Context: an optimization exercise on an open-source flow, tuned for small area, a short achievable clock period and few clock cycles. The choices shown serve that exercise and are no tape-out recipe.
RTL that was checked went through simulation tests only; none was proved equivalent to the original.
Function not checked in run 1: the RTL went through the layout flow alone.
Power is estimated from default activity; no workload was simulated.

File: flow/run.sh
#!/bin/bash
set -uo pipefail
export BUFFER_PORTS_ARGS="-buffer_cell sky130_fd_sc_hd__buf_1"
bash standard.sh SETUP_SLACK_MARGIN=5.5 finish > make.log 2>&1
File: standard.sh
#!/bin/bash
# synth_recipe.tcl (not shown) runs the flow's synth.tcl, then flattens the netlist and writes it again
# the make line also repeats each setting of config.mk as NAME=value (left out here)
make -C /OpenROAD-flow-scripts/flow DESIGN_CONFIG=/design/flow/config.mk WORK_HOME=/design/flow/orfs CLKGATE_MAP_FILE= SYNTH_SCRIPT=/design/flow/synth_recipe.tcl "${@:-finish}"
File: config.mk
export PLATFORM = sky130hd
export DESIGN_NAME = flac_metadata_header_parser
export DESIGN_NICKNAME = flac_metadata_header_parser
export VERILOG_FILES = /design/flow/design.v
export SDC_FILE = /design/flow/constraint.sdc
export NUM_CORES = 4
export LEC_CHECK = 0
export CAP_MARGIN = 20
export CORE_MARGIN = 2
export CORE_UTILIZATION = 60
export SLEW_MARGIN = 20
File: constraint.sdc
create_clock -name core_clock -period 10.0 [get_ports {clk}]
set_input_delay 2.0000 -clock core_clock [delete_from_list [all_inputs] [get_ports {clk}]]
set_output_delay 2.0000 -clock core_clock [all_outputs]
set_load 0.01 [all_outputs]
File: design.v
package flacmh_pkg;
  localparam int INFO_BYTES = 18;
  localparam int ADDR_W = 3;
  localparam logic [2:0] ST_OK = 3'd0;
  localparam logic [2:0] ST_BAD_MARKER = 3'd1;
  localparam logic [2:0] ST_TRUNCATED = 3'd2;
  localparam logic [2:0] ST_SKIP_EOF = 3'd3;
  localparam logic [2:0] ST_NO_INFO = 3'd4;
  localparam logic [6:0] KIND_STREAMINFO = 7'd0;
  localparam logic [6:0] KIND_SEEKTABLE = 7'd3;
  localparam logic [7:0] MARKER_0 = 8'h66;
  localparam logic [7:0] MARKER_1 = 8'h4C;
  localparam logic [7:0] MARKER_2 = 8'h61;
  localparam logic [7:0] MARKER_3 = 8'h43;
endpackage
module flacmh_div
(
  input  logic [25:0] rem,
  input  logic        bit_in,
  input  logic [25:0] divisor,
  output logic [25:0] rem_next,
  output logic        q
);
  logic [26:0] shifted;
  logic [27:0] diff;
  always_comb begin
    shifted = {rem, bit_in};
    diff = {1'b0, shifted} - {2'b0, divisor};
    q = ~diff[27];
    rem_next = q ? diff[25:0] : shifted[25:0];
  end
endmodule
import flacmh_pkg::*;
module flac_metadata_header_parser
(
  input  logic              clk,
  input  logic              rst,
  input  logic              psel,
  input  logic              penable,
  input  logic              pwrite,
  input  logic [ADDR_W-1:0] paddr,
  input  logic [31:0]       pwdata,
  output logic [31:0]       prdata,
  output logic              pready,
  input  logic              in_valid,
  output logic              in_stall,
  input  logic [7:0]        data_byte,
  input  logic              end_of_file,
  input  logic              restart,
  output logic              out_valid,
  input  logic              out_stall,
  output logic [2:0]        status,
  output logic [19:0]       sample_rate,
  output logic [3:0]        channel_count,
  output logic [5:0]        bits_per_sample,
  output logic [15:0]       min_block_size,
  output logic [15:0]       max_block_size,
  output logic [23:0]       min_frame_size,
  output logic [23:0]       max_frame_size,
  output logic [31:0]       total_samples,
  output logic [31:0]       metadata_length,
  output logic [31:0]       bitrate_kbps
);
  localparam logic [1:0] PH_MARKER = 2'd0;
  localparam logic [1:0] PH_HEADER = 2'd1;
  localparam logic [1:0] PH_BODY = 2'd2;
  localparam logic [1:0] PH_DONE = 2'd3;
  localparam logic [1:0] DV_IDLE = 2'd0;
  localparam logic [1:0] DV_DIV1 = 2'd1;
  localparam logic [1:0] DV_DIV2 = 2'd2;
  logic [31:0] file_size;
  logic [1:0]  phase;
  logic [1:0]  idx;           
  logic [23:0] cnt;           
  logic        blk_last;
  logic        blk_info;
  logic        seen;
  logic [31:0] meta;
  logic [4:0]  capn;          
  logic [7:0]  info [INFO_BYTES];
  logic        meta_upd;      
  logic        blk_chk;       
  logic        clr_done;      
  logic        zstall;        
  logic        pend;          
  logic [2:0]  pstat;
  logic [1:0]  dstate;
  logic [4:0]  step;
  logic [25:0] rem;
  logic [6:0]  rem125;
  logic [25:0] secs;
  logic        big;
  logic        secs_ok;
  logic [25:0] quo;
  logic        abit_q;        
  logic        kz;            
  assign pready = 1'b1;
  assign prdata = paddr[2] ? 32'd0 : file_size;
  logic ok_p;
  logic snap_free;
  logic handoff;
  logic acc;
  assign ok_p = (pstat == ST_OK);
  assign snap_free = !out_valid && (dstate != DV_DIV2);
  assign handoff = pend && snap_free && !meta_upd && (ok_p ? secs_ok : clr_done);
  assign in_stall = (pend && !handoff) || zstall;
  assign acc = in_valid && !in_stall;
  logic [7:0]  marker_exp;
  always_comb begin
    unique case (idx)
      2'd0: marker_exp = MARKER_0;
      2'd1: marker_exp = MARKER_1;
      2'd2: marker_exp = MARKER_2;
      default: marker_exp = MARKER_3;
    endcase
  end
  logic [23:0] len;
  logic [6:0]  kind;
  logic        k_info;
  logic        k_skip;
  logic        len_zero;
  logic [32:0] meta_new;
  logic        chk;
  logic        skip_now;
  logic        zfin;
  logic        end2;
  always_comb begin
    len = {cnt[15:0], data_byte};
    kind = cnt[22:16];
    k_info = (kind == KIND_STREAMINFO);
    k_skip = !k_info && (kind != KIND_SEEKTABLE);
    len_zero = (cnt[15:0] == 16'd0) && (data_byte == 8'd0);
    meta_new = {1'b0, meta} + {9'd0, cnt} + 33'd4;
    chk = meta_upd && blk_chk;
    skip_now = chk && (meta_new >= {1'b0, file_size});
    zfin = zstall;
    end2 = skip_now || zfin;
  end
  logic [1:0]  phase_n;
  logic [1:0]  idx_n;
  logic [23:0] cnt_n;
  logic        last_n;
  logic        chk_n;
  logic        binfo_n;
  logic        seen_n;
  logic        meta_set;
  logic        hdr_end;
  logic [4:0]  capn_n;
  logic        cap_we;
  logic        info_hdr;
  logic        end_go;
  logic [2:0]  end_st;
  logic        fin;
  always_comb begin
    phase_n = phase;
    idx_n = idx;
    cnt_n = cnt;
    last_n = blk_last;
    chk_n = blk_chk;
    binfo_n = blk_info;
    seen_n = seen;
    meta_set = 1'b0;
    hdr_end = 1'b0;
    capn_n = capn;
    cap_we = 1'b0;
    info_hdr = 1'b0;
    end_go = 1'b0;
    end_st = ST_OK;
    fin = 1'b0;
    if (acc) begin
      if (restart) begin
        phase_n = PH_MARKER;
        idx_n = 2'd0;
        seen_n = 1'b0;
      end else if (phase != PH_DONE) begin
        if (end_of_file) begin
          end_go = 1'b1;
          end_st = ST_TRUNCATED;
        end else begin
          unique case (phase)
            PH_MARKER: begin
              idx_n = idx + 2'd1;
              if (data_byte != marker_exp) begin
                end_go = 1'b1;
                end_st = ST_BAD_MARKER;
              end else if (idx == 2'd3) begin
                meta_set = 1'b1;
                phase_n = PH_HEADER;
              end
            end
            PH_HEADER: begin
              idx_n = idx + 2'd1;
              cnt_n = {cnt[15:0], data_byte};
              if (idx == 2'd3) begin
                hdr_end = 1'b1;
                last_n = cnt[23];
                binfo_n = k_info;
                chk_n = k_skip;
                if (k_info && len_zero) begin
                  end_go = 1'b1;
                  end_st = ST_TRUNCATED;
                end else begin
                  if (k_info) begin
                    info_hdr = 1'b1;
                    seen_n = 1'b1;
                    capn_n = 5'd0;
                  end
                  if (len_zero) begin
                    fin = cnt[23] && !k_skip;
                  end else begin
                    phase_n = PH_BODY;
                  end
                end
              end
            end
            PH_BODY: begin
              cnt_n = cnt - 24'd1;
              if (blk_info && capn != 5'(INFO_BYTES)) begin
                cap_we = 1'b1;
                capn_n = capn + 5'd1;
              end
              if (cnt == 24'd1) begin
                if (blk_last) begin
                  fin = 1'b1;
                end else begin
                  phase_n = PH_HEADER;
                end
              end
            end
            default: begin
            end
          endcase
        end
      end
    end
    if (fin || zfin) begin
      end_go = 1'b1;
      end_st = seen ? ST_OK : ST_NO_INFO;
    end
    if (skip_now) begin
      end_go = 1'b1;
      end_st = ST_SKIP_EOF;
    end
    if (end_go) begin
      phase_n = (end2 && acc && restart) ? PH_MARKER : PH_DONE;
    end
  end
  logic       info_clr;
  logic [7:0] info_d;
  logic [7:0] sv [INFO_BYTES];
  assign info_clr = info_hdr || (pend && !ok_p);
  assign info_d = info_clr ? 8'd0 : data_byte;
  always_comb begin
    for (int i = 0; i < INFO_BYTES; i++) begin
      sv[i] = info[i];
    end
  end
  logic [19:0] f_rate;
  logic [31:0] f_total;
  assign f_rate = {sv[10], sv[11], sv[12][7:4]};
  assign f_total = {sv[14], sv[15], sv[16], sv[17]};
  logic        kill;
  logic        info_done;
  logic        d1_go;
  logic        d1_last;
  logic        d2_last;
  logic [32:0] dsub;
  logic        d2_go;
  logic        short1;
  assign kill = acc && (restart || info_hdr);
  assign info_done = !(phase == PH_BODY && blk_info && capn != 5'(INFO_BYTES));
  assign d1_go = (dstate == DV_IDLE) && seen && !secs_ok && info_done && !kill;
  assign d1_last = (dstate == DV_DIV1) && (step == 5'd31);
  assign d2_last = (dstate == DV_DIV2) && (step == 5'd0);
  assign dsub = {1'b0, file_size} - {1'b0, meta};
  assign d2_go = handoff && ok_p;
  assign short1 = (f_rate[19:16] != 4'd0) || (f_total[31:16] < f_rate[15:0]);
  logic [7:0]  t125;
  logic        a_bit;
  logic [6:0]  rem125_n;
  logic [25:0] s_div;
  logic [25:0] rem_n;
  logic        q_bit;
  always_comb begin
    t125 = {rem125, quo[25]};
    a_bit = (t125 >= 8'd125);
    rem125_n = a_bit ? 7'(t125 - 8'd125) : t125[6:0];
    s_div = (dstate == DV_DIV1) ? {6'd0, f_rate} : secs;
  end
  flacmh_div u_div (
    .rem      (rem),
    .bit_in   ((dstate == DV_DIV1) ? secs[25] : abit_q),
    .divisor  (s_div),
    .rem_next (rem_n),
    .q        (q_bit)
  );
  always_ff @(posedge clk) begin
    if (rst) begin
      file_size <= '0;
      phase <= PH_MARKER;
      idx <= '0;
      seen <= 1'b0;
      pend <= 1'b0;
      meta_upd <= 1'b0;
      dstate <= DV_IDLE;
      secs_ok <= 1'b0;
      out_valid <= 1'b0;
    end else begin
      if (psel && penable && pwrite && !paddr[2]) begin
        file_size <= pwdata;
      end
      phase <= phase_n;
      idx <= idx_n;
      seen <= seen_n;
      meta_upd <= hdr_end;
      if (end_go) begin
        pend <= 1'b1;
      end else if (handoff) begin
        pend <= 1'b0;
      end
      unique case (dstate)
        DV_IDLE: begin
          if (d2_go) begin
            dstate <= DV_DIV2;
          end else if (d1_go) begin
            dstate <= DV_DIV1;
          end
        end
        DV_DIV1: begin
          if (kill || d1_last) begin
            dstate <= DV_IDLE;
          end
        end
        default: begin
          if (d2_last) begin
            dstate <= DV_IDLE;
          end
        end
      endcase
      if (kill) begin
        secs_ok <= 1'b0;
      end else if (d1_last) begin
        secs_ok <= 1'b1;
      end
      if (handoff && !ok_p) begin
        out_valid <= 1'b1;
      end else if (d2_last) begin
        out_valid <= 1'b1;
      end else if (!out_stall) begin
        out_valid <= 1'b0;
      end
    end
  end
  always_ff @(posedge clk) begin
    cnt <= cnt_n;
    blk_last <= last_n;
    blk_info <= binfo_n;
    capn <= capn_n;
    blk_chk <= chk_n;
    zstall <= hdr_end && chk_n && len_zero && cnt[23] && !rst;
    clr_done <= pend && !ok_p;
    if (meta_set) begin
      meta <= 32'd4;
    end else if (meta_upd) begin
      meta <= meta_new[31:0];
    end
    if (end_go) begin
      pstat <= end_st;
    end
    for (int i = 0; i < INFO_BYTES; i++) begin
      if (info_clr || (cap_we && capn == 5'(i))) begin
        info[i] <= info_d;
      end
    end
    if (dstate == DV_IDLE) begin
      abit_q <= 1'b0;
      if (d2_go) begin
        step <= 5'd26;
        rem <= '0;
      end else if (short1) begin
        step <= 5'd14;
        rem <= {10'd0, f_total[31:16]};
      end else begin
        step <= 5'd24;
        rem <= {20'd0, f_total[31:26]};
      end
      if (d2_go) begin
        rem125 <= dsub[31:26];
        quo <= dsub[25:0];
        kz <= dsub[32] || big || (secs == 26'd0);
      end
      if (d1_go) begin
        secs <= short1 ? {f_total[15:0], 10'd0} : f_total[25:0];
        big <= !short1 && (f_rate[19:6] == 14'd0) && (f_total[31:26] >= f_rate[5:0]);
      end
    end else begin
      step <= step - 5'd1;
      rem <= rem_n;
      if (dstate == DV_DIV1) begin
        secs <= {secs[24:0], q_bit};
      end else begin
        abit_q <= a_bit;
        rem125 <= rem125_n;
        quo <= {quo[24:0], q_bit && !kz};
      end
    end
    if (handoff && !ok_p) begin
      quo <= '0;
    end
    if (handoff) begin
      status <= pstat;
      sample_rate <= f_rate;
      min_block_size <= {sv[0], sv[1]};
      max_block_size <= {sv[2], sv[3]};
      min_frame_size <= {sv[4], sv[5], sv[6]};
      max_frame_size <= {sv[7], sv[8], sv[9]};
      total_samples <= f_total;
      if (ok_p) begin
        channel_count <= {1'b0, sv[12][3:1]} + 4'd1;
        bits_per_sample <= {1'b0, sv[12][0], sv[13][7:4]} + 6'd1;
        metadata_length <= meta;
      end else begin
        channel_count <= '0;
        bits_per_sample <= '0;
        metadata_length <= '0;
      end
    end
  end
  assign bitrate_kbps = {6'd0, quo};
endmodule
==> results.py, run 1 <==
metrics = {
    "critical_path": {
        "cp-start-kind": "flop",
        "cp.arrival_ns": 5.15,
        "slowest_delay_ns": 0.50,
        "crit_buf_inv": 3,
        "critPathKind": "flop to flop",
        "cp_top_family": "compound AO/OA/AOI/OAI gates",
        "crit_fanout": 5,
        "path_cells": "ha_4, ha_4, inv_2, fa_2, nor2b_2, o31a_1, o21ai_2, a211o_1, nand3_2, a31oi_4, a21o_1, buf_4, xnor2_1, ha_1, nand4_1, nor4_4, nand3_1, o211ai_1, a21oi_2, o221ai_2, a32o_2, nor3_4, inv_2",
        "slowest_stage": "edfxtp_1",
        "end_kind": "flop",
        "cp_data_required_time_ns": 10.33,
    },
    "job": {
        "cap_viol_max_count": 0,
    },
    "clock_network": {
        "cts.reportedPaths.clkPinSlew_ns": 0.06,
        "htree_levels": 2,
        "cts.sinks": 522,
        "clk_path_buf_depth": 3,
        "hold_buffers": 0,
        "cts_tree": "built",
        "cts_root_buffer": "clkbuf_16",
        "cts_buffers": 53,
        "clk_latency_ns": 0.62,
    },
    "timing": {
        "maxSlewViolCount": 0,
        "relSlewSlack": 0.224,
        "rsz0062_at_grt": "yes",
        "timing.clock.skew_ns": 0.0209,
        "post-route-min-period_ns": 4.83,
        "setup_slack_ns": 5.17,
        "fmax_ghz": 0.207,
        "hold_slack_ns": 0.410,
        "setup-violations-final": 0,
        "fin_crit_sh": 0.483,
        "worstMarginPinSlew_ns": 1.16,
        "setup_tns_ns": 0,
        "hold_viol": 0,
    },
    "drt": {
        "vias": 19900,
        "drt_iter0_drc": 1823,
        "drtAntennaViolNets": 0,
        "routedWlPerCell_um": 22.6,
        "first_pass_iters": 6,
        "drt-total-wl_mm": 74.0,
        "remaining_drc_errors": 0,
        "routed_via_density": 6.09,
    },
    "cells_and_area": {
        "regArea_um2": 14300,
        "area.growth.synth_to_final_pct": 17.1,
        "multiInputGateArea_um2": 11100,
        "final.fill_count": 3116,
        "final_net_count": 2925,
        "fin_cells": 3273,
        "drive_gt1_frac": 0.0981,
    },
    "die": {
        "initial_utilization": 0.612,
        "dieWidth_um": 211,
        "row_count": 75,
        "dieHeight_um": 211,
        "core_area_um2": 42100,
        "die_area_um2": 44600,
        "ioPinCount": 296,
    },
    "logic_synthesis": {
        "syn_area_um2": 25800,
        "synth_top_area_share": 0.450,
        "yosys.area.top_type": "edfxtp_1",
        "yosys_warnings": 4,
        "synth_edf_count": 386,
        "ys_types": 85,
        "ys_top_cells_by_area": "edfxtp_1, dfxtp_1, ha_1",
        "synth_seq_cells": 522,
        "synth-seq-area-share": 0.555,
        "synth_flop_cell": "edfxtp_1",
        "ys_async_sr_fraction": 0,
        "synthCells": 2380,
        "postSynthAreaPerCell_um2": 10.8,
    },
    "place": {
        "place_ws_ns": 4.48,
        "io_buffers": 286,
        "hpwl_mm": 51.2,
        "dp.cells": 3135,
        "gp_congestion": 0.941,
    },
    "global_route": {
        "grt_antenna_before_repair": 4,
        "grt.busiest_layer": "met2",
        "grt_max_degree": 178,
        "use_met3": 0.0616,
        "grt_overflow": 0,
        "met1_usage": 0.401,
        "grt_pass1_wl_mm": 110,
        "grt_pass1_vias": 19300,
        "grtUsageTotal": 0.326,
        "use_met2": 0.552,
    },
    "hold_path": {
        "min_path_type": "flop to flop",
    },
    "power": {
        "cellLeakagePower_nw": 11.6,
        "power_mw": 5.02,
        "vdd_drop_max_v": 0.000203,
        "power_density_nw_per_um2": 166,
    },
    "outcome": {
        "outcome": "complete, no violations",
    },
}
==> cells by family (layout without fill, tap and decap cells) <==
logic type                 count (synthesis)  after routing  synth area share
AOI/OAI and AO/OA                        515            516             0.127
xor gates and xnor gates                  98             98            0.0333
adders and majority gates                185            185            0.0907
buffers and inverters                    242            587            0.0369
DFF                                      522            522             0.555
muxes                                     42             42            0.0164
other                                      2             10          0.000291
and+or+nand+nor                          774            774             0.140
==> cells in the mapped netlist, types with 18 or more instances <==
| master | n |
|---|---|
| edfxtp_1 | 386 |
| nand2_1 | 245 |
| nor2_1 | 224 |
| ha_1 | 182 |
| a21oi_1 | 176 |
| inv_1 | 147 |
| dfxtp_1 | 136 |
| nor3_1 | 71 |
| xnor2_1 | 68 |
| clkbuf_1 | 62 |
| o21ai_1 | 55 |
| o21ai_0 | 51 |
| a21o_1 | 43 |
| nand3_1 | 41 |
| mux2i_1 | 40 |
| nand4_1 | 35 |
| xor2_1 | 30 |
| a31oi_1 | 26 |
| and2_1 | 21 |
| and3_1 | 21 |
| o211ai_1 | 21 |
| nor2b_1 | 20 |
| nor4_1 | 19 |
| a211oi_1 | 18 |
| nand2b_1 | 18 |
==> flip-flops by register name, indices dropped and copies added (netlist names), 2 cells and up <==
signal,count
file_size,32
sample_rate,20
meta,32
min_block_size,16
quo,26
rem125,7
pstat,3
info,140
min_frame_size,24
total_samples,32
dstate,2
bits_per_sample,6
max_frame_size,24
secs,26
channel_count,4
max_block_size,16
rem,26
status,3
metadata_length,32
capn,5
cnt,24
step,5
idx,2
phase,2
==> layout make-up <==
type                    count  area share
clock buffers              64      0.0463
clock inverters            34      0.0123
inverters                 150      0.0187
well taps                 539      0.0224
multi-input cells        1622       0.367
flip-flops and latches    522       0.474
diodes                      3    0.000249
repair buffers            339      0.0588
==> report_power, final <==
group,total [mW],switching [mW],internal [mW]
clock,2.01,0.858,1.16
combinational,0.465,0.294,0.171
sequential,2.54,0.0846,2.45
==> stage by stage <==
step,area [um^2],util
detailed placement,27400,0.649
global route,30200,0.716
global placement,27400,0.649
finish,30200,0.716
floorplan,25800,-
CTS,29700,0.704
==> final timing paths <==
path                                  from            endpoint  slack, ns  cells after the start
worst max-delay path                cnt[1]            pstat[1]       5.17                     23
worst min-delay path            info[8][2]  max_frame_size[10]       0.41                      0
worst min register to register  info[8][2]  max_frame_size[10]       0.41                      0
worst max register to register      cnt[1]            pstat[1]       5.17                     23
==> routing by layer <==
metal / vias up / share of wire / wire length (um)
met1: 9646 / 0.38 / 28400
met5: - / 0.00015 / 11
met2: 819 / 0.49 / 36400
met4: 2 / 0.050 / 3710
li1: 9280 / - / -
met3: 193 / 0.074 / 5470
==> cells in the final DEF, fill, tap and decap left out, drive strengths merged, types with 21 or more instances in the layout <==
master,instances
nor3,72
and3,21
edfxtp,386
a21oi,176
o21ai,107
nor2,224
a21o,43
ha,182
xor2,30
and2,21
mux2i,40
inv,151
xnor2,68
a31oi,26
buf,336
nand4,35
clkinv,23
nand3,41
nand2,246
dfxtp,136
o211ai,21
clkbuf,66
==> what timing repair did <==
item | CTS | global route
gates resized for setup | 97 | 86
buffers inserted | 17 | 15
cloned | 5 | 0
hold endpoints to repair | 0 | 0
setup endpoints to repair | 56 | 58
pin swaps | 22 | 17
==> run 2: changes to the inputs <==
--- a/design.v
+++ b/design.v
@@ -75,6 +75,7 @@
   logic        blk_last;
   logic        blk_info;
   logic        seen;
+  logic        first;         
   logic [31:0] meta;
   logic [4:0]  capn;          
   logic [7:0]  info [INFO_BYTES];
@@ -84,26 +85,30 @@
   logic        zstall;        
   logic        pend;          
   logic [2:0]  pstat;
+  logic        pend2;         
+  logic [2:0]  pstat2;
   logic [1:0]  dstate;
   logic [4:0]  step;
   logic [25:0] rem;
   logic [6:0]  rem125;
   logic [25:0] secs;
   logic        big;
-  logic        secs_ok;
+  logic        sneed;         
+  logic        secs_ok;       
+  logic        lastd;         
+  logic        kb_ok;         
   logic [25:0] quo;
   logic        abit_q;        
   logic        kz;            
   assign pready = 1'b1;
   assign prdata = paddr[2] ? 32'd0 : file_size;
   logic ok_p;
-  logic snap_free;
   logic handoff;
   logic acc;
   assign ok_p = (pstat == ST_OK);
-  assign snap_free = !out_valid && (dstate != DV_DIV2);
-  assign handoff = pend && snap_free && !meta_upd && (ok_p ? secs_ok : clr_done);
-  assign in_stall = (pend && !handoff) || zstall;
+  assign handoff = pend && !out_valid && !meta_upd && (ok_p ? kb_ok : clr_done);
+  assign in_stall = pend2 || zstall ||
+                    ((pend || out_valid) && phase == PH_HEADER && idx == 2'd3);
   assign acc = in_valid && !in_stall;
   logic [7:0]  marker_exp;
   always_comb begin
@@ -130,7 +135,7 @@
     k_info = (kind == KIND_STREAMINFO);
     k_skip = !k_info && (kind != KIND_SEEKTABLE);
     len_zero = (cnt[15:0] == 16'd0) && (data_byte == 8'd0);
-    meta_new = {1'b0, meta} + {9'd0, cnt} + 33'd4;
+    meta_new = {1'b0, first ? 32'd4 : meta} + {9'd0, cnt} + 33'd4;
     chk = meta_upd && blk_chk;
     skip_now = chk && (meta_new >= {1'b0, file_size});
     zfin = zstall;
@@ -246,34 +251,33 @@
     end
   end
   logic       info_clr;
+  logic       fail_clr;
   logic [7:0] info_d;
-  logic [7:0] sv [INFO_BYTES];
-  assign info_clr = info_hdr || (pend && !ok_p);
+  assign fail_clr = pend && !ok_p && !out_valid;
+  assign info_clr = info_hdr || fail_clr;
   assign info_d = info_clr ? 8'd0 : data_byte;
-  always_comb begin
-    for (int i = 0; i < INFO_BYTES; i++) begin
-      sv[i] = info[i];
-    end
-  end
   logic [19:0] f_rate;
   logic [31:0] f_total;
-  assign f_rate = {sv[10], sv[11], sv[12][7:4]};
-  assign f_total = {sv[14], sv[15], sv[16], sv[17]};
-  logic        kill;
+  assign f_rate = {info[10], info[11], info[12][7:4]};
+  assign f_total = {info[14], info[15], info[16], info[17]};
+  logic        abandon;
+  logic        kill1;
   logic        info_done;
   logic        d1_go;
+  logic        d2_go;
   logic        d1_last;
   logic        d2_last;
   logic [32:0] dsub;
-  logic        d2_go;
   logic        short1;
-  assign kill = acc && (restart || info_hdr);
+  assign abandon = acc && restart && !pend;
+  assign kill1 = abandon || info_hdr || handoff;
   assign info_done = !(phase == PH_BODY && blk_info && capn != 5'(INFO_BYTES));
-  assign d1_go = (dstate == DV_IDLE) && seen && !secs_ok && info_done && !kill;
+  assign d1_go = (dstate == DV_IDLE) && sneed && !secs_ok && info_done && !kill1;
+  assign d2_go = (dstate == DV_IDLE) && lastd && secs_ok && !kb_ok && !out_valid &&
+                 !abandon && !handoff;
   assign d1_last = (dstate == DV_DIV1) && (step == 5'd31);
   assign d2_last = (dstate == DV_DIV2) && (step == 5'd0);
   assign dsub = {1'b0, file_size} - {1'b0, meta};
-  assign d2_go = handoff && ok_p;
   assign short1 = (f_rate[19:16] != 4'd0) || (f_total[31:16] < f_rate[15:0]);
   logic [7:0]  t125;
   logic        a_bit;
@@ -301,9 +305,14 @@
       idx <= '0;
       seen <= 1'b0;
       pend <= 1'b0;
+      pend2 <= 1'b0;
       meta_upd <= 1'b0;
+      zstall <= 1'b0;
       dstate <= DV_IDLE;
+      sneed <= 1'b0;
       secs_ok <= 1'b0;
+      lastd <= 1'b0;
+      kb_ok <= 1'b0;
       out_valid <= 1'b0;
     end else begin
       if (psel && penable && pwrite && !paddr[2]) begin
@@ -313,10 +322,23 @@
       idx <= idx_n;
       seen <= seen_n;
       meta_upd <= hdr_end;
-      if (end_go) begin
-        pend <= 1'b1;
-      end else if (handoff) begin
-        pend <= 1'b0;
+      zstall <= hdr_end && chk_n && len_zero && cnt[23];
+      if (handoff) begin
+        if (end_go) begin
+          pstat <= end_st;
+        end else begin
+          pend <= pend2;
+          pstat <= pstat2;
+        end
+        pend2 <= 1'b0;
+      end else if (end_go) begin
+        if (pend) begin
+          pend2 <= 1'b1;
+          pstat2 <= end_st;
+        end else begin
+          pend <= 1'b1;
+          pstat <= end_st;
+        end
       end
       unique case (dstate)
         DV_IDLE: begin
@@ -327,24 +349,37 @@
           end
         end
         DV_DIV1: begin
-          if (kill || d1_last) begin
+          if (kill1 || d1_last) begin
             dstate <= DV_IDLE;
           end
         end
         default: begin
-          if (d2_last) begin
+          if (abandon || handoff || d2_last) begin
             dstate <= DV_IDLE;
           end
         end
       endcase
-      if (kill) begin
+      if (abandon || handoff) begin
+        sneed <= 1'b0;
+      end else if (acc && info_hdr) begin
+        sneed <= 1'b1;
+      end
+      if (kill1) begin
         secs_ok <= 1'b0;
       end else if (d1_last) begin
         secs_ok <= 1'b1;
       end
-      if (handoff && !ok_p) begin
-        out_valid <= 1'b1;
+      if (abandon || handoff) begin
+        lastd <= 1'b0;
+      end else if (meta_upd && blk_last) begin
+        lastd <= 1'b1;
+      end
+      if (abandon || handoff) begin
+        kb_ok <= 1'b0;
       end else if (d2_last) begin
+        kb_ok <= 1'b1;
+      end
+      if (handoff) begin
         out_valid <= 1'b1;
       end else if (!out_stall) begin
         out_valid <= 1'b0;
@@ -355,18 +390,15 @@
     cnt <= cnt_n;
     blk_last <= last_n;
     blk_info <= binfo_n;
-    capn <= capn_n;
     blk_chk <= chk_n;
-    zstall <= hdr_end && chk_n && len_zero && cnt[23] && !rst;
-    clr_done <= pend && !ok_p;
+    capn <= capn_n;
+    clr_done <= fail_clr;
     if (meta_set) begin
-      meta <= 32'd4;
+      first <= 1'b1;
     end else if (meta_upd) begin
+      first <= 1'b0;
       meta <= meta_new[31:0];
     end
-    if (end_go) begin
-      pstat <= end_st;
-    end
     for (int i = 0; i < INFO_BYTES; i++) begin
       if (info_clr || (cap_we && capn == 5'(i))) begin
         info[i] <= info_d;
@@ -404,27 +436,23 @@
         quo <= {quo[24:0], q_bit && !kz};
       end
     end
-    if (handoff && !ok_p) begin
-      quo <= '0;
-    end
     if (handoff) begin
       status <= pstat;
-      sample_rate <= f_rate;
-      min_block_size <= {sv[0], sv[1]};
-      max_block_size <= {sv[2], sv[3]};
-      min_frame_size <= {sv[4], sv[5], sv[6]};
-      max_frame_size <= {sv[7], sv[8], sv[9]};
-      total_samples <= f_total;
-      if (ok_p) begin
-        channel_count <= {1'b0, sv[12][3:1]} + 4'd1;
-        bits_per_sample <= {1'b0, sv[12][0], sv[13][7:4]} + 6'd1;
-        metadata_length <= meta;
-      end else begin
-        channel_count <= '0;
-        bits_per_sample <= '0;
-        metadata_length <= '0;
+      if (!ok_p) begin
+        quo <= '0;
       end
     end
   end
+  logic ok_o;
+  assign ok_o = (status == ST_OK);
+  assign sample_rate = f_rate;
+  assign channel_count = ok_o ? ({1'b0, info[12][3:1]} + 4'd1) : 4'd0;
+  assign bits_per_sample = ok_o ? ({1'b0, info[12][0], info[13][7:4]} + 6'd1) : 6'd0;
+  assign min_block_size = {info[0], info[1]};
+  assign max_block_size = {info[2], info[3]};
+  assign min_frame_size = {info[4], info[5], info[6]};
+  assign max_frame_size = {info[7], info[8], info[9]};
+  assign total_samples = f_total;
+  assign metadata_length = ok_o ? meta : 32'd0;
   assign bitrate_kbps = {6'd0, quo};
 endmodule
==> flow/run.sh (replaced) <==
#!/bin/bash
set -uo pipefail
export BUFFER_PORTS_ARGS="-buffer_cell sky130_fd_sc_hd__buf_1"
bash standard.sh SETUP_SLACK_MARGIN=6 finish > make.log 2>&1
--- a/config.mk
+++ b/config.mk
@@ -7,5 +7,5 @@
 export LEC_CHECK = 0
 export CAP_MARGIN = 20
 export CORE_MARGIN = 2
-export CORE_UTILIZATION = 60
+export CORE_UTILIZATION = 40
 export SLEW_MARGIN = 20
==> run 2 against run 1 <==
Still clean; cell area down 16%; synthesized area down 19%; flip-flop and latch count down 166; die area up 20%; worst hold slack better by 0.059 ns; clock skew up 0.0013 ns; synthesized cell count down 10%; via count down 13%; global-route usage down 8.6 points; critical endpoint is now pstat[0].
==> results.py, run 2 <==
metrics = {
    "global_route": {
        "grt_pass1_vias": 16800,
        "grt_antenna_before_repair": 1,
        "grt_overflow": 0,
        "grt_pass1_wl_mm": 99.4,
        "grt_max_degree": 59,
        "grtUsageTotal": 0.241,
    },
    "power": {
        "p_sw_frac": 0.253,
        "vdd_drop_max_v": 0.000123,
        "p_int_mw": 2.70,
        "switching_power_mw": 0.915,
        "power_density_nw_per_um2": 142,
        "cellLeakagePower_nw": 9.73,
        "power_frac_comb": 0.097,
        "seqPwrFrac": 0.469,
        "clockPowerShare": 0.435,
    },
    "timing": {
        "worstMarginPinSlew_ns": 1.00,
        "hold_slack_ns": 0.469,
        "fmax_ghz": 0.187,
        "relSlewSlack": 0.331,
        "hold_viol": 0,
        "maxSlewViolCount": 0,
        "rsz0062_at_grt": "yes",
        "setup_tns_ns": 0,
        "setup_slack_ns": 4.65,
        "timing.clock.skew_ns": 0.0222,
        "fin_crit_sh": 0.535,
        "setup-violations-final": 0,
        "post-route-min-period_ns": 5.35,
    },
    "critical_path": {
        "reg2reg_from": "first",
        "crit_fanout": 7,
        "cp-start-kind": "flop",
        "r2r_slack_ns": 4.65,
        "cp.arrival_ns": 5.61,
        "reg2reg_depth": 25,
        "end_kind": "flop",
        "cp_data_required_time_ns": 10.26,
        "critPathKind": "flop to flop",
        "timing.rr.end": "pstat[0]",
    },
    "logic_synthesis": {
        "ys_async_sr_fraction": 0,
        "synth_top_area_share": 0.357,
        "ys_top_cells_by_area": "edfxtp_1, ha_1, dfxtp_1",
        "yosys.area.top_type": "edfxtp_1",
        "postSynthAreaPerCell_um2": 9.70,
        "synthCells": 2140,
        "synth_common_cells": "edfxtp_1, nand2_1, nor2_1",
        "synth_flop_cell": "edfxtp_1",
        "synth-seq-area-share": 0.463,
        "yosys_warnings": 3,
        "synth_seq_cells": 356,
        "ys_types": 92,
        "syn_area_um2": 20800,
        "yosysMostFrequentCell": "edfxtp_1",
        "synth_edf_count": 247,
    },
    "cells_and_area": {
        "final_cell_mix": "buf_1, edfxtp_1, nand2_1",
        "fin_area_um2": 25400,
        "postLayoutCoreUtil": 0.495,
        "regMostFlops": "info",
        "drive_gt1_frac": 0.131,
        "antenna-diode-count": 0,
        "largest_register_ffs": 140,
        "area.growth.synth_to_final_pct": 22.4,
        "layout_commonest_cell": "buf_1",
        "reg.largest.list": "info x140, file_size x32, meta x32",
        "final_net_count": 2681,
    },
    "die": {
        "dieWidth_um": 232,
        "ioPinCount": 296,
        "dieHeight_um": 232,
        "core_area_um2": 51300,
        "die_area_um2": 53700,
        "initial_utilization": 0.405,
        "row_count": 83,
    },
    "clock_network": {
        "cts_tree": "built",
        "clk_latency_ns": 0.58,
        "cts.reportedPaths.clkPinSlew_ns": 0.06,
        "cts.sinks": 356,
        "clk_path_buf_depth": 3,
        "cts_buffers": 40,
        "htree_levels": 2,
        "cts_root_buffer": "clkbuf_16",
    },
    "drt": {
        "drtAntennaViolNets": 0,
        "first_pass_iters": 5,
        "drt_iter0_drc": 1160,
        "vias": 17400,
        "routed_via_density": 5.51,
        "remaining_drc_errors": 0,
        "routedWlPerCell_um": 21.2,
        "drt-total-wl_mm": 66.9,
    },
    "place": {
        "hpwl_mm": 48.3,
        "place_ws_ns": 3.59,
        "io_buffers": 286,
        "post_dp_cell_area_um2": 22700,
        "gp_congestion": 0.944,
    },
    "outcome": {
        "outcome": "complete, no violations",
    },
    "hold_path": {
        "hold_start": "rem[16]",
        "hold_end": "rem[17]",
        "whs_path_depth": 2,
        "min_path_type": "flop to flop",
    },
    "job": {
        "cap_viol_max_count": 0,
    },
}
-- run 2: power by group through the flow --
stage	Combinational [mW]	Clock [mW]	Sequential (mW)
2_1_floorplan	0.195	0	1.73
3_3_place_gp	0.313	0	1.73
3_5_place_dp	0.320	0	1.73
4_1_cts	0.340	1.59	1.70
5_1_grt	0.382	1.65	1.70
6_report	0.349	1.57	1.70
-- run 2: cells by family after synthesis --
| group | share of synthesized area |
|---|---|
| simple gates | 0.162 |
| flops | 0.463 |
| other cells | 0.000362 |
| fa+ha+maj | 0.113 |
| mux | 0.0256 |
| buf+inv | 0.0470 |
| compound gates | 0.146 |
| xor+xnor | 0.0430 |
-- run 2: how the worst max path moves through the flow --
stage | from | endpoint | slack [ns] | depth (start not counted)
after detailed placement | first | pstat[2] | 3.59 | 24
after global routing | first | pstat[1] | 4.41 | 25
final | first | pstat[0] | 4.65 | 25
after CTS | first | pstat[1] | 4.45 | 25
after global placement | first | pstat[0] | 3.69 | 24
after floorplan | first | pstat[0] | 4.86 | 27
-- run 2: per-layer routing --
metal  share of wire  up-vias  global-route usage
met5         0.00019        -                   0
met4           0.025        2              0.0683
met3           0.050      102              0.0372
met2            0.49      495               0.404
met1            0.43     8493               0.321
li1                -     8277                   -
-- run 2: per-stage QoR --
stage          cells  power [mW]
2_1_floorplan   2145        1.92
3_3_place_gp    3036        2.04
3_5_place_dp    3036        2.05
4_1_cts         3137        3.63
5_1_grt         3155        3.73
6_report        3155        3.62
-- run 2: timing repair --
item	CTS	global route
pin swaps	23	24
hold buffers	0	0
setup endpoints to repair	421	275
gates cloned	8	2
setup buffers	19	16
gates resized for setup	142	54
-- run 2: critical path, cell delays in order (launching register included) --
cell and delay [ns]:
dfxtp_4 0.35, buf_12 0.14, nor2_4 0.11, ha_4 0.21
ha_4 0.16, fa_2 0.34, a211oi_2 0.23, o211ai_1 0.18
a32oi_2 0.27, a31o_2 0.24, a211oi_2 0.07, a2111o_1 0.35
a21oi_4 0.22, nor3_2 0.07, xnor2_1 0.16, nor2_1 0.08
ha_1 0.29, nand4_1 0.14, o311a_1 0.32, o21ai_1 0.09
a21oi_2 0.05, o21ai_2 0.18, o211ai_1 0.16, and2_4 0.20
ha_4 0.16, a211oi_4 0.26
-- run 2: cell type report --
class / count / area [um^2]
Sequential cell: 356 / 9600
Tap cell: 680 / 851
Multi-Input combinational cell: 1559 / 11000
Timing Repair Buffer: 341 / 1980
Inverter: 145 / 562
Clock buffer: 51 / 1120
Fill cell: 4771 / 25900
Clock inverter: 23 / 282
Testbench counts of run 2, summed over its fixed seeds: cycles 41,852.
==> run 3: changes to the inputs <==
==> flow/run.sh (replaced) <==
#!/bin/bash
set -uo pipefail
export BUFFER_PORTS_ARGS="-buffer_cell sky130_fd_sc_hd__buf_1"
bash standard.sh SETUP_SLACK_MARGIN=5.5 finish > make.log 2>&1
==> run 3 against run 2 <==
Cell count is 0.25% lower; setup slack worse by 0.090 ns; synthesized area stayed put; critical path type unchanged.
==> results.py, run 3 <==
metrics = {
    "power": {
        "power_frac_comb": 0.094,
        "power_density_nw_per_um2": 145,
        "switching_power_mw": 0.912,
        "p_int_mw": 2.71,
        "p_sw_frac": 0.252,
        "seqPwrFrac": 0.469,
        "vdd_drop_max_v": 0.000147,
        "cellLeakagePower_nw": 9.60,
        "clockPowerShare": 0.436,
    },
    "timing": {
        "relSlewSlack": 0.255,
        "maxSlewViolCount": 0,
        "setup_tns_ns": 0,
        "fin_crit_sh": 0.544,
        "setup-violations-final": 0,
        "worstMarginPinSlew_ns": 1.11,
        "rsz0062_at_grt": "yes",
        "fmax_ghz": 0.184,
        "timing.clock.skew_ns": 0.0339,
        "post-route-min-period_ns": 5.44,
        "hold_viol": 0,
    },
    "cells_and_area": {
        "layout_commonest_cell": "buf_1",
        "fin_area_um2": 25000,
        "final_cell_mix": "buf_1, edfxtp_1, nand2_1",
        "regMostFlops": "info",
        "largest_register_ffs": 140,
        "antenna-diode-count": 0,
        "area.growth.synth_to_final_pct": 20.4,
        "drive_gt1_frac": 0.106,
        "reg.largest.list": "info x140, file_size x32, meta x32",
        "final_net_count": 2672,
    },
    "global_route": {
        "grt_overflow": 0,
        "grt_pass1_vias": 16500,
        "grt_antenna_before_repair": 2,
        "grt_pass1_wl_mm": 98.0,
        "grt_max_degree": 56,
        "grtUsageTotal": 0.238,
    },
    "critical_path": {
        "cp_data_required_time_ns": 10.25,
        "crit_buf_inv": 2,
        "cp-start-kind": "flop",
        "end_kind": "flop",
        "cp_top_family": "compound AO/OA/AOI/OAI gates",
        "reg2reg_from": "first",
        "timing.rr.end": "pstat[0]",
        "critical_path_depth": 25,
        "slowest_stage": "a2111o_1",
        "critPathKind": "flop to flop",
        "crit_fanout": 11,
        "reg2reg_depth": 25,
        "r2r_slack_ns": 4.56,
        "cp.arrival_ns": 5.70,
        "slowest_delay_ns": 0.40,
        "crit_top_cell": "ha_1",
    },
    "logic_synthesis": {
        "synth_edf_count": 247,
        "synth_seq_cells": 356,
        "syn_area_um2": 20800,
        "ys_top_cells_by_area": "edfxtp_1, ha_1, dfxtp_1",
        "yosys.area.top_type": "edfxtp_1",
        "synth-seq-area-share": 0.463,
        "synth-xor-area-share": 0.0430,
        "postSynthAreaPerCell_um2": 9.70,
        "ys_types": 92,
        "synth_compound_area_frac": 0.146,
        "synth_flop_cell": "edfxtp_1",
        "synthSimpleGateAreaFrac": 0.162,
        "synthCells": 2140,
        "synth_common_cells": "edfxtp_1, nand2_1, nor2_1",
        "yosys_warnings": 3,
        "synth_top_family_by_area": "simple AND/OR/NAND/NOR gates",
        "yosysMostFrequentCell": "edfxtp_1",
        "synth_mux_area_frac": 0.0256,
        "synthAdderAreaFrac": 0.113,
        "synth_top_area_share": 0.357,
        "ys_async_sr_fraction": 0,
    },
    "drt": {
        "vias": 17200,
        "remaining_drc_errors": 0,
        "drt_iter0_drc": 1457,
        "first_pass_iters": 6,
        "drt-total-wl_mm": 65.6,
        "drtAntennaViolNets": 0,
        "routedWlPerCell_um": 20.9,
        "routed_via_density": 5.47,
    },
    "clock_network": {
        "clk_path_buf_depth": 3,
        "hold_buffers": 0,
        "cts_root_buffer": "clkbuf_16",
        "htree_levels": 2,
        "cts_tree": "built",
        "clk_latency_ns": 0.59,
        "cts.sinks": 356,
        "cts_buffers": 43,
        "cts.reportedPaths.clkPinSlew_ns": 0.06,
    },
    "hold_path": {
        "whs_path_depth": 1,
        "min_path_type": "flop to flop",
        "hold_start": "step[0]",
        "hold_end": "step[0]",
    },
    "die": {
        "die_area_um2": 53700,
        "row_count": 83,
        "core_area_um2": 51300,
        "ioPinCount": 296,
        "initial_utilization": 0.405,
        "dieWidth_um": 232,
        "dieHeight_um": 232,
    },
    "outcome": {
        "outcome": "complete, no violations",
    },
    "place": {
        "gp_congestion": 0.974,
        "io_buffers": 286,
        "post_dp_cell_area_um2": 22500,
        "hpwl_mm": 47.7,
    },
    "job": {
        "cap_viol_max_count": 0,
    },
}
-- run 3: cell counts after synthesis --
No cell type changed its count.
-- run 3: kinds of logic (layout without fill, tap and decap cells) --
| kind of cell | after synthesis | count (layout) |
|---|---|---|
| AO/OA/AOI/OAI | 487 | 487 |
| XOR/XNOR | 102 | 102 |
| adder cells (fa/ha/maj) | 186 | 186 |
| buffers and inverters | 234 | 555 |
| flip-flops | 356 | 356 |
| multiplexers | 53 | 53 |
| other | 2 | 7 |
| AND/OR/NAND/NOR | 720 | 721 |
-- run 3: routing by layer --
metal,GRT usage,vias up,part of all wire
met5,0,-,0.00020
met4,0.0799,2,0.031
met3,0.0357,142,0.053
met2,0.387,514,0.48
met1,0.323,8294,0.44
li1,-,8255,-
-- run 3: area by class of cell --
type                       count  area (um^2)
clock buffer                  60         1190
timing repair buffer         332         1830
inverter                     145          548
tap                          680          851
clock inverter                18          218
fill                        4818        26300
multi-input combinational   1556        10700
sequential                   356         9600
-- run 3: what timing repair did --
action	4_1_cts	5_1_grt
endpoints found under the setup margin	207	149
pin swaps	17	15
gates resized for setup	133	63
hold endpoints to repair	0	0
cloned	6	1
setup buffers	15	11
-- run 3: per-stage QoR --
step	instances	utilization	setup WS, ns	power (mW)	hold WS, ns
after floorplan	2145	-	4.86	1.91	0.424
after global placement	3036	0.438	3.80	2.04	0.441
after detailed placement	3036	0.438	3.65	2.04	0.452
after CTS	3135	0.479	4.44	3.64	0.468
after global routing	3147	0.487	4.31	3.74	0.486
final	3147	0.487	4.56	3.62	0.465
-- run 3: worst max-delay path by stage --
| stage | from | slack (ns) | endpoint |
|---|---|---|---|
| global route | first | 4.31 | pstat[2] |
| detailed placement | first | 3.65 | pstat[1] |
| CTS | cnt[1] | 4.44 | pstat[1] |
| finish | first | 4.56 | pstat[0] |
| global placement | first | 3.80 | pstat[1] |
| floorplan | first | 4.86 | pstat[0] |
-- run 3: power groups by stage --
stage	clock network, mW	logic, mW	registers (mW)
after floorplan	0	0.185	1.73
after global placement	0	0.309	1.73
after detailed placement	0	0.313	1.73
after CTS	1.61	0.335	1.70
after global routing	1.66	0.375	1.70
final	1.58	0.342	1.70

## re-timing with driven ports
How much do the figures lean on ideal ports? The routed layouts below were timed once more, with nothing changed but the port constraints. Step 1, drivers: a clkbuf_16 drives clk and a buf_2 each remaining input, both assumed. Step 2 moves the port delays by t, midway between the first and last clock arrival at a register: inputs arrive t later, outputs are due t later. That takes back most of the time a late clock gives input paths. Three values: ideal ports, drivers, drivers and shift; two values: the first two.
run	t (ns)	setup slack, ns	latest minus earliest clock arrival (ns)
run 1	0.672	5.172 / 5.172 / 5.172	0.022 / 0.022
run 2	0.619	4.648 / 4.648 / 4.648	0.024 / 0.024
run 3	0.625	4.559 / 4.559 / 4.559	0.035 / 0.035
After both steps setup and hold are still met in every run listed.
